This is an optimization exercise on Yosys and OpenROAD, whose aim is small area and a short achievable clock period, not a production implementation. Function was checked by simulation only, so behaviour that the tests miss may differ from the original. No activity file was given, so power comes from the tool's default toggle rates.

## delta
==> flow/design.v (excerpt) <==
module step_top
(
  input  logic                      clk,
  input  logic                      rst,
  input  logic [7:0]                address,
  input  logic [31:0]               writedata,
  input  logic                      write,
  input  logic                      read,
  output logic [31:0]               readdata,
  output logic [4-1:0] step,
  output logic [4-1:0] dir,
  output logic [4-1:0] enable
);
For scale: about 3000 cells after synthesis, roughly 580 flip-flops, roughly 88 I/O pins, about 29000 um^2 of cells after synthesis.
Settings: LEC_CHECK=0, CAP_MARGIN=20, CORE_MARGIN=2, CORE_UTILIZATION=40, SETUP_SLACK_MARGIN=4.0, SLEW_MARGIN=20; clock period 7.0 ns.
run.sh (not shown) runs the stock make flow with config.mk's settings and CLKGATE_MAP_FILE= SYNTH_SCRIPT=/design/flow/synth_recipe.tcl, a recipe that flattens the netlist after the stock synthesis.
Here is what was changed in the inputs of tundra compared with delta.
- putting CTS_CLUSTER_DIAMETER at 100 where nothing was set
- putting ABC_AREA at 1 where nothing was set
- putting CTS_CLUSTER_SIZE at 20 where nothing was set
- putting TNS_END_PERCENT at 0 where nothing was set
==> flow/flow/run.sh (new file) <==
#!/bin/bash
# The standard layout, with plain buffers (not delay cells) on the ports so that
# repair can size them; every port still gets its buffer as in the standard flow.
set -euo pipefail
cd "$(dirname "$0")/.."
bash standard.sh "BUFFER_PORTS_ARGS=-buffer_cell sky130_fd_sc_hd__buf_2" finish > make_finish.log 2>&1
==> flow/standard.sh (new file) <==
#!/bin/bash
# synth_recipe.tcl (not shown) runs the flow's synth.tcl, then flattens the netlist and writes it again
# the make line also repeats each setting of config.mk as NAME=value (left out here)
make -C /OpenROAD-flow-scripts/flow DESIGN_CONFIG=/design/flow/config.mk WORK_HOME=/design/flow/orfs CLKGATE_MAP_FILE= SYNTH_SCRIPT=/design/flow/synth_recipe.tcl "${@:-finish}"
removed: flow/run.sh
[summary]
Every run (delta and tundra) finished clean.
As of tundra, post-detailed-route via-to-cell ratio had fallen by more than 10% compared to delta.
Per the comparison of tundra with delta, footprint of the flip-flops and latches fell by 59 um^2; global routing met1 resource utilization rose by 1.7 points; instance count after placement with tap cells included rose by about 27%.

---

step_top, a different RTL version from the one above (not shown whole).
Size in the first run: about 3200 cells after synthesis, roughly 590 flip-flops, about 88 I/O pins.
Settings: LEC_CHECK=0, ABC_AREA=1, CAP_MARGIN=20, CORE_MARGIN=2, CORE_UTILIZATION=40, CTS_CLUSTER_DIAMETER=100, CTS_CLUSTER_SIZE=20, SETUP_SLACK_MARGIN=4.0, SLEW_MARGIN=20, SYNTH_HIERARCHICAL=1, TNS_END_PERCENT=0; clock period 7.0 ns.
standard.sh (not shown) runs the stock make flow with config.mk's settings and CLKGATE_MAP_FILE= SYNTH_SCRIPT=/design/flow/synth_recipe.tcl, a recipe that flattens the netlist after the stock synthesis.
==> flow/flow/run.sh <==
#!/bin/bash
# The standard layout with two changes:
# - synthesis is the standard flow's own script with one substitution (flow/mix_synth.tcl):
#   the small register, read-back and bus-decode modules are mapped with ORFS's ABC speed
#   script, the rest with its area script; flip-flops are mapped before that
#   step, so the registers are the standard synthesis's;
# - plain buffers (not delay cells) on the ports, so that repair can size them;
#   every port still gets its buffer as in the standard flow.
set -euo pipefail
cd "$(dirname "$0")/.."
W=$(pwd)
bash standard.sh "SYNTH_SCRIPT=$W/flow/mix_synth.tcl" \
  "BUFFER_PORTS_ARGS=-buffer_cell sky130_fd_sc_hd__buf_2" finish > make_finish.log 2>&1
==> flow/flow/mix_synth.tcl <==
# synth_recipe.tcl (the standard synthesis script) with one change: the
# final technology mapping maps the small register, read-back and decode modules
# (step_hold32, step_readback, step_csr) with ORFS's speed script and every other
# module with ORFS's area script. Flip-flops are mapped before this step, so
# the registers are exactly the standard synthesis's.
proc synth {args} { yosys synth -nofsm -noshare {*}$args }
proc abc {args} {
  set i [lsearch -exact $args -script]
  if {$i < 0} { yosys abc {*}$args; return }
  set fast $args
  set small $args
  lset fast [expr {$i + 1}] $::env(SCRIPTS_DIR)/abc_speed.script
  lset small [expr {$i + 1}] $::env(SCRIPTS_DIR)/abc_area.script
  yosys abc {*}$fast step_hold32 step_readback step_csr
  yosys abc {*}$small step_axis step_top
}
source $::env(SCRIPTS_DIR)/synth.tcl
# left out here: clear keep_hierarchy, flatten, clean up, hide names made inside functions, write 1_2_yosys.v
Next try:
CORE_UTILIZATION = 36   (was 40)
Effect: Worst setup slack improves by 0.067 ns; fmax rose by a few percent; area after synthesis stays the same; wire length rose by a few percent; core utilization fell by 4.1 points; non-clock buffer count fell by 2; clock skew fell by 0.0030 ns; design area rose slightly; via count rose slightly; global-route usage fell by 1.9 points; sequential share of layout area fell by 0.20 points.
Next try:
--- a/flow/flow/run.sh
+++ b/flow/flow/run.sh
@@ -2,5 +2,5 @@
 # The standard layout with two changes:
 # - synthesis is the standard flow's own script with one substitution (flow/mix_synth.tcl):
-#   the small register, read-back and bus-decode modules are mapped with ORFS's ABC speed
+#   the small register and read-back modules are mapped with ORFS's ABC speed
 #   script, the rest with its area script; flip-flops are mapped before that
 #   step, so the registers are the standard synthesis's;
==> flow/flow/mix_synth.tcl (replaced) <==
# synth_recipe.tcl (the standard synthesis script) with one change: the
# final technology mapping maps the small register and read-back modules
# (step_hold32, step_readback) with ORFS's speed script and every other
# module with ORFS's area script. Flip-flops are mapped before this step, so
# the registers are exactly the standard synthesis's.
proc synth {args} { yosys synth -nofsm -noshare {*}$args }
proc abc {args} {
  set i [lsearch -exact $args -script]
  if {$i < 0} { yosys abc {*}$args; return }
  set fast $args
  set small $args
  lset fast [expr {$i + 1}] $::env(SCRIPTS_DIR)/abc_speed.script
  lset small [expr {$i + 1}] $::env(SCRIPTS_DIR)/abc_area.script
  yosys abc {*}$fast step_hold32 step_readback
  yosys abc {*}$small step_axis step_csr step_top
}
source $::env(SCRIPTS_DIR)/synth.tcl
# left out here: clear keep_hierarchy, flatten, clean up, hide names made inside functions, write 1_2_yosys.v
CORE_UTILIZATION = 40   (was 36)
What happened: Clock skew is about the same; cell count came out lower slightly; hold slack degrades by 0.0063 ns.

---

Another version of the RTL of step_top (not shown whole).
For scale: about 590 flip-flops, about 29000 um^2 of cells after synthesis.
## step_top
module step_top
(
  input  logic                      clk,
  input  logic                      rst,
  input  logic [7:0]                address,
  input  logic [31:0]               writedata,
  input  logic                      write,
  input  logic                      read,
  output logic [31:0]               readdata,
  output logic [4-1:0] step,
  output logic [4-1:0] dir,
  output logic [4-1:0] enable
);
==> flow/config.mk <==
export PLATFORM = sky130hd
export DESIGN_NAME = step_top
export DESIGN_NICKNAME = step_top
export VERILOG_FILES = /design/flow/design.v
export SDC_FILE = /design/flow/constraint.sdc
export NUM_CORES = 4
export LEC_CHECK = 0
export CAP_MARGIN = 20
export CORE_MARGIN = 2
export CORE_UTILIZATION = 40
export CTS_CLUSTER_DIAMETER = 100
export CTS_CLUSTER_SIZE = 20
export SETUP_SLACK_MARGIN = 4.0
export SLEW_MARGIN = 20
export SYNTH_HIERARCHICAL = 1
export TNS_END_PERCENT = 20
==> flow/constraint.sdc <==
create_clock -name core_clock -period 7.0 [get_ports {clk}]
set_input_delay 1.4000 -clock core_clock [delete_from_list [all_inputs] [get_ports {clk}]]
set_output_delay 1.4000 -clock core_clock [all_outputs]
set_load 0.01 [all_outputs]
==> flow/flow/run.sh <==
#!/bin/bash
# The standard layout, with plain buffers (not delay cells) on the ports so that
# repair can size them; every port still gets its buffer as in the standard flow.
set -euo pipefail
cd "$(dirname "$0")/.."
bash standard.sh "BUFFER_PORTS_ARGS=-buffer_cell sky130_fd_sc_hd__buf_2" finish > make_finish.log 2>&1
The baseline completed with no timing, DRC or antenna violations.
Edit:
- ABC_AREA: default -> 1
- TNS_END_PERCENT: 20 -> 5
What happened: The new run passed the timing, design-rule and antenna checks. Sequential cell count does not change. Count of clock-buffer cells in the layout is lower by 2. Via count is higher by roughly a tenth. Power hardly moves. First-iteration DRC count is lower by a quarter to a third.
Edit:
- ABC_AREA: 1 -> default
What happened:
- The changed run ran to the end with no violations
- cell area is lower by a few percent
- count of clock-buffer cells in the layout is higher by 2
- die area is lower by a few percent
Edit:
- ABC_AREA: default -> 1
- TNS_END_PERCENT: 5 -> 15
=> The new run ran to the end with no violations; hold slack got worse by 17 ps; worst setup slack improved by 360 ps; total power increases by 0.63%; sequential power hardly moves.
Edit:
- CORE_UTILIZATION: 40 -> 34
- TNS_END_PERCENT: 15 -> 5
First-iteration DRC count rises by 30%.
Area after synthesis does not change.
Final area rose by 2.9%.
Utilization fell by 6.0 points.
Final cell count increases by 3.5%.
Via count rises by 0.92%.
Global-route usage falls by 4.7 points.
Register-to-register slack got worse by 50 ps.
Clock power increases by about 2%.
Critical path depth decreases by 7.
Maximum frequency went down by 2.2%.
Edit:
- CORE_UTILIZATION: 34 -> 40
- CTS_CLUSTER_DIAMETER: 100 -> 80
- CTS_CLUSTER_SIZE: 20 -> 16
Clock skew stays flat.
Cell area decreases by 2.1%.
Setup slack is better by 66 ps.

---

== wip/umber ==
The RTL this note starts from:
==> flow/design.v <==
package step_pkg;
  localparam int STEP_AXES = 4;
endpackage
module step_csr
(
  input  logic        rst,
  input  logic [7:0]  address,
  input  logic [31:0] writedata,
  input  logic        write,
  input  logic        read,
  output logic [3:0]  per_w,
  output logic [3:0]  per_k,
  output logic [3:0]  pul_w,
  output logic [3:0]  pul_k,
  output logic [3:0]  dir_w,
  output logic [3:0]  dir_k,
  output logic [3:0]  stop_nx,   
  output logic [3:0]  go_nx,
  output logic        err_nx,    
  output logic        wd_zero,   
  output logic        wd_hi,     
  output logic        rd_hold,   
  output logic        rd_err,    
  output logic [3:0]  rd_st,
  output logic [3:0]  rd_cnt,
  output logic [3:0]  rd_per,
  output logic [3:0]  rd_pul,
  output logic [3:0]  rd_dir
);
  logic [3:0] page;
  logic [3:0] off;
  logic       wr_ok;
  logic       rd_go;
  assign page  = address[7:4];
  assign off   = address[3:0];
  assign wr_ok = ~rst & write;
  assign rd_go = ~rst & read & ~write;
  assign wd_hi   = |writedata[31:1];
  assign wd_zero = ~wd_hi & ~writedata[0];
  assign err_nx  = write & ~((page[3:2] == 2'b00) &&
                             ((off == 4'd0) || (off == 4'd5) ||
                              (off == 4'd6) || (off == 4'd7)));
  assign rd_hold = ~rst & ~(read & ~write);
  assign rd_err  = rd_go & (page == 4'd15) & (off == 4'd0);
  always_comb
    for (int i = 0; i < 4; i++)
    begin
      per_w[i]   = wr_ok & (page == 4'(i)) & (off == 4'd5);
      per_k[i]   = ~rst & ~(write & (page == 4'(i)) & (off == 4'd5));
      pul_w[i]   = wr_ok & (page == 4'(i)) & (off == 4'd6);
      pul_k[i]   = ~rst & ~(write & (page == 4'(i)) & (off == 4'd6));
      dir_w[i]   = wr_ok & (page == 4'(i)) & (off == 4'd7);
      dir_k[i]   = ~rst & ~(write & (page == 4'(i)) & (off == 4'd7));
      stop_nx[i] = wr_ok & (page == 4'(i)) & (off == 4'd0) & writedata[0];
      go_nx[i]   = wr_ok & (page == 4'(i)) & (off == 4'd0) &
                   (writedata[1] | writedata[2]);
      rd_st[i]   = rd_go & (page == 4'(i)) & (off == 4'd2);
      rd_cnt[i]  = rd_go & (page == 4'(i)) & (off == 4'd4);
      rd_per[i]  = rd_go & (page == 4'(i)) & (off == 4'd5);
      rd_pul[i]  = rd_go & (page == 4'(i)) & (off == 4'd6);
      rd_dir[i]  = rd_go & (page == 4'(i)) & (off == 4'd7);
    end
endmodule
import step_pkg::*;
module step_axis
(
  input  logic        clk,
  input  logic        rst,
  input  logic [31:0] wd,        
  input  logic        wd_zero,   
  input  logic        wd_hi,     
  input  logic        per_w,     
  input  logic        per_k,     
  input  logic        pul_w,
  input  logic        pul_k,
  input  logic        dir_w,
  input  logic        dir_k,
  input  logic        stop,      
  input  logic        go,        
  input  logic        go_free,   
  output logic [1:0]  state,
  output logic [31:0] count,
  output logic [31:0] period,
  output logic [31:0] pulses,
  output logic        cfg_dir,
  output logic        step,
  output logic        dir,
  output logic        enable
);
  function automatic logic [31:0] inc32(input logic [31:0] a);
    logic [7:0] ga;
    logic [7:0] ci;
    for (int j = 0; j < 8; j++)
      ga[j] = &a[4*j +: 4];
    ci[0] = 1'b1;
    for (int j = 1; j < 8; j++)
      ci[j] = ci[j-1] & ga[j-1];
    for (int j = 0; j < 8; j++)
    begin
      inc32[4*j]   = a[4*j]   ^ ci[j];
      inc32[4*j+1] = a[4*j+1] ^ (ci[j] & a[4*j]);
      inc32[4*j+2] = a[4*j+2] ^ (ci[j] & a[4*j] & a[4*j+1]);
      inc32[4*j+3] = a[4*j+3] ^ (ci[j] & a[4*j] & a[4*j+1] & a[4*j+2]);
    end
  endfunction
  function automatic logic ge32(input logic [31:0] a, input logic [31:0] b);
    logic [31:0] g, p, gn, pn;
    for (int i = 0; i < 32; i++)
    begin
      g[i] = a[i] & ~b[i];
      p[i] = ~(a[i] ^ b[i]);
    end
    g[0] = g[0] | p[0];
    p[0] = 1'b0;
    for (int s = 1; s < 32; s = s * 2)
    begin
      gn = g;
      pn = p;
      for (int i = 0; i < 32; i++)
        if ((i / s) % 2 == 1)
        begin
          gn[i] = g[i] | (p[i] & g[(i / s) * s - 1]);
          pn[i] = p[i] & p[(i / s) * s - 1];
        end
      g = gn;
      p = pn;
    end
    ge32 = g[31];
  endfunction
  logic        s_free;    
  logic        s_cnt;     
  logic [31:0] t_nx;      
  logic        per_hi;    
  logic        pul_zero;  
  logic        last;      
  logic        step_q;
  logic        idle;
  logic        entry;
  logic        nx_free;
  logic        nx_cnt;
  logic [31:0] period_d;
  logic [31:0] pulses_d;
  logic        per_hi_d;
  logic [31:0] t_inc;
  logic [31:0] c_inc;
  logic        t_run;     
  logic        t_eq;
  assign idle  = ~(s_free | s_cnt);
  assign entry = idle & go;
  assign nx_free = (entry & go_free) | (s_free & ~stop);
  assign nx_cnt  = (entry & ~go_free) |
                   (s_cnt & ~stop & ~pul_zero & ~(step_q & last));
  assign enable = nx_free | nx_cnt;
  assign step   = step_q;
  assign period_d = ({32{per_w}} & wd) | ({32{per_k}} & period);
  assign pulses_d = ({32{pul_w}} & wd) | ({32{pul_k}} & pulses);
  assign per_hi_d = (per_w & wd_hi) | (per_k & per_hi);
  assign t_inc = inc32(t_nx);
  assign c_inc = inc32(count);
  assign t_run = ~rst & ~step_q & ((s_free & ~stop) | (s_cnt & ~stop & ~pul_zero));
  assign t_eq = (t_nx[31:2] == period_d[31:2]) &
                (t_nx[1] == (period_d[1] | ~per_hi_d)) &
                (t_nx[0] == (period_d[0] & per_hi_d));
  logic cnt_s, cnt_k;
  assign cnt_s = ~(rst | entry) & step_q;
  assign cnt_k = ~(rst | entry) & ~step_q;
  always_ff @(posedge clk)
  begin
    period   <= period_d;
    pulses   <= pulses_d;
    per_hi   <= per_hi_d;
    pul_zero <= ~(pul_w | pul_k) | (pul_w & wd_zero) | (pul_k & pul_zero);
    cfg_dir  <= (dir_w & wd[0]) | (dir_k & cfg_dir);
    s_free   <= ~rst & nx_free;
    s_cnt    <= ~rst & nx_cnt;
    step_q   <= t_run & t_eq;
    last     <= ge32(c_inc, pulses_d);
    if (idle)
      t_nx <= 32'd1;
    else if (step_q)
      t_nx <= 32'd2;
    else
      t_nx <= t_inc;
    count    <= ({32{cnt_s}} & c_inc) | ({32{cnt_k}} & count);
    if (rst)
      dir <= 1'b0;
    else if (entry)
      dir <= cfg_dir;
  end
  assign state = {s_cnt, s_free};
endmodule
import step_pkg::*;
module step_top
(
  input  logic                      clk,
  input  logic                      rst,
  input  logic [7:0]                address,
  input  logic [31:0]               writedata,
  input  logic                      write,
  input  logic                      read,
  output logic [31:0]               readdata,
  output logic [4-1:0] step,
  output logic [4-1:0] dir,
  output logic [4-1:0] enable
);
  logic [3:0] per_w, per_k, pul_w, pul_k, dir_w, dir_k;
  logic [3:0] stop_nx, go_nx;
  logic       err_nx;
  logic       wd_zero;
  logic       wd_hi;
  logic       rd_hold;
  logic       rd_err;
  logic [3:0] rd_st, rd_cnt, rd_per, rd_pul, rd_dir;
  logic       wr_err;
  logic [3:0] c_stop;
  logic [3:0] c_go;       
  logic       c_free;     
  logic [3:0][1:0]  st;
  logic [3:0][31:0] cnt;
  logic [3:0][31:0] per;
  logic [3:0][31:0] pul;
  logic [3:0]       cdir;
  step_csr u_csr
  (
    .rst       (rst),
    .address   (address),
    .writedata (writedata),
    .write     (write),
    .read      (read),
    .per_w     (per_w),
    .per_k     (per_k),
    .pul_w     (pul_w),
    .pul_k     (pul_k),
    .dir_w     (dir_w),
    .dir_k     (dir_k),
    .stop_nx   (stop_nx),
    .go_nx     (go_nx),
    .err_nx    (err_nx),
    .wd_zero   (wd_zero),
    .wd_hi     (wd_hi),
    .rd_hold   (rd_hold),
    .rd_err    (rd_err),
    .rd_st     (rd_st),
    .rd_cnt    (rd_cnt),
    .rd_per    (rd_per),
    .rd_pul    (rd_pul),
    .rd_dir    (rd_dir)
  );
  always_ff @(posedge clk)
  begin
    wr_err <= ~rst & (wr_err | err_nx);
    c_free <= writedata[1];
    c_stop <= stop_nx;
    c_go   <= go_nx;
  end
  for (genvar i = 0; i < 4; i++)
  begin : g_axis
    step_axis u_axis
    (
      .clk     (clk),
      .rst     (rst),
      .wd      (writedata),
      .wd_zero (wd_zero),
      .wd_hi   (wd_hi),
      .per_w   (per_w[i]),
      .per_k   (per_k[i]),
      .pul_w   (pul_w[i]),
      .pul_k   (pul_k[i]),
      .dir_w   (dir_w[i]),
      .dir_k   (dir_k[i]),
      .stop    (c_stop[i]),
      .go      (c_go[i]),
      .go_free (c_free),
      .state   (st[i]),
      .count   (cnt[i]),
      .period  (per[i]),
      .pulses  (pul[i]),
      .cfg_dir (cdir[i]),
      .step    (step[i]),
      .dir     (dir[i]),
      .enable  (enable[i])
    );
  end
  logic [31:0] rd_d;
  always_comb
  begin
    rd_d = ({32{rd_hold}} & readdata) | {31'd0, rd_err & wr_err};
    for (int i = 0; i < 4; i++)
      rd_d = rd_d | ({32{rd_cnt[i]}} & cnt[i]) | ({32{rd_per[i]}} & per[i]) |
                    ({32{rd_pul[i]}} & pul[i]) | {30'd0, {2{rd_st[i]}} & st[i]} |
                    {31'd0, rd_dir[i] & cdir[i]};
  end
  always_ff @(posedge clk)
    readdata <= rd_d;
endmodule
==> flow/config.mk <==
export PLATFORM = sky130hd
export DESIGN_NAME = step_top
export DESIGN_NICKNAME = step_top
export VERILOG_FILES = /design/flow/design.v
export SDC_FILE = /design/flow/constraint.sdc
export NUM_CORES = 4
export LEC_CHECK = 0
export ABC_AREA = 1
export CAP_MARGIN = 20
export CORE_MARGIN = 2
export CORE_UTILIZATION = 40
export CTS_CLUSTER_DIAMETER = 100
export CTS_CLUSTER_SIZE = 20
export SETUP_SLACK_MARGIN = 4.0
export SLEW_MARGIN = 20
export TNS_END_PERCENT = 5
==> flow/constraint.sdc <==
create_clock -name core_clock -period 7.0 [get_ports {clk}]
set_input_delay 1.4000 -clock core_clock [delete_from_list [all_inputs] [get_ports {clk}]]
set_output_delay 1.4000 -clock core_clock [all_outputs]
set_load 0.01 [all_outputs]
Scripts as last shown in full above: flow/flow/run.sh
wip/umber: no failed stages, no open violations at the end
Changes in wip/juniper relative to wip/umber:
Settings: TNS_END_PERCENT changed from 5 to 0.
### Flow results
- The share of final layout cell area taken by clock buffers and inverters on wip/juniper is in line with that on wip/umber.
- Higher data required time of the worst path among wip/juniper and wip/umber: wip/umber
- On multi-input combinational gate total, wip/juniper and wip/umber are neck and neck.
- wip/juniper ends up with lower portion of total power attributed to combinational logic than wip/umber does.
- Comparing wip/juniper against wip/umber, there is no change at all in total grt overflow.
- Compared with wip/umber, post-detailed-routing wire length in wip/juniper decreased slightly.
- Going from wip/umber to wip/juniper, worst max-slew margin expressed relative to the limit saw an increase, leakage power figure saw a decrease.
- wip/juniper can be clocked faster than wip/umber.
- Reported for wip/juniper and wip/umber, die width turned out identical to the last digit.
- Compare wip/juniper and wip/umber | non-clock buffer instance count of the final layout lower: wip/juniper
For wip/xenon, these inputs were changed with respect to wip/juniper:
Settings: SYNTH_HIERARCHICAL: unset -> 1.
Results
Compared with wip/juniper, in wip/xenon routed length per placed instance dropped 1.5 microns; worst setup slack went up; upper clock frequency limit went up by 12 MHz; starting density of the core about even. In the reports for wip/juniper and wip/xenon, the larger first-pass GRT wire length belongs to wip/juniper. The cell at the slowest stage of the critical path comes out sky130_fd_sc_hd__a21oi_1 in one run and sky130_fd_sc_hd__clkinv_1 in the other, namely in wip/xenon and wip/juniper respectively.

==> what the ideal ports hide <==
No port has a modelled driver above. Below, the same layouts with a new extraction and two added sets of constraints. Step 1 (the two cells are an assumption about what drives the block):
set clk [get_ports {clk}]
set_driving_cell -lib_cell sky130_fd_sc_hd__clkbuf_16 $clk
set_driving_cell -lib_cell sky130_fd_sc_hd__buf_2 [delete_from_list [all_inputs] $clk]
Step 2 moves the port delays by t, midway between the first and last clock arrival at a register: inputs arrive t later, outputs are due t later. That takes back most of the time a late clock gives input paths. Slacks: no drivers / after step 1 / after step 2; pairs: no drivers / after step 1.
run	t (ns)	setup WS [ns]	latest minus earliest clock arrival (ns)
delta	0.679	3.163 / 3.185 / 2.506	0.034 / 0.034
tundra	0.659	3.556 / 3.515 / 2.856	0.039 / 0.039
the first run of note 2	0.655	3.624 / 3.670 / 3.015	0.026 / 0.026
the second run of note 2	0.649	3.692 / 3.710 / 3.061	0.024 / 0.024
the third run of note 2	0.647	3.593 / 3.634 / 2.988	0.021 / 0.021
the first run of note 3	0.648	3.334 / 3.343 / 2.695	0.032 / 0.032
the second run of note 3	0.641	3.691 / 3.674 / 3.034	0.037 / 0.037
the third run of note 3	0.653	3.342 / 3.372 / 2.719	0.033 / 0.034
the fourth run of note 3	0.645	3.707 / 3.747 / 3.102	0.040 / 0.040
the fifth run of note 3	0.639	3.631 / 3.643 / 3.003	0.037 / 0.037
the sixth run of note 3	0.659	3.697 / 3.723 / 3.064	0.043 / 0.043
wip/umber	0.657	3.529 / 3.563 / 2.910	0.035 / 0.035
wip/juniper	0.656	3.547 / 3.575 / 2.919	0.030 / 0.030
wip/xenon	0.643	3.680 / 3.681 / 3.038	0.039 / 0.039
After both steps every run listed still meets setup and hold. For tundra, which loses most, drivers alone change the setup slack by -0.041 ns; drivers and shift together by -0.700 ns.
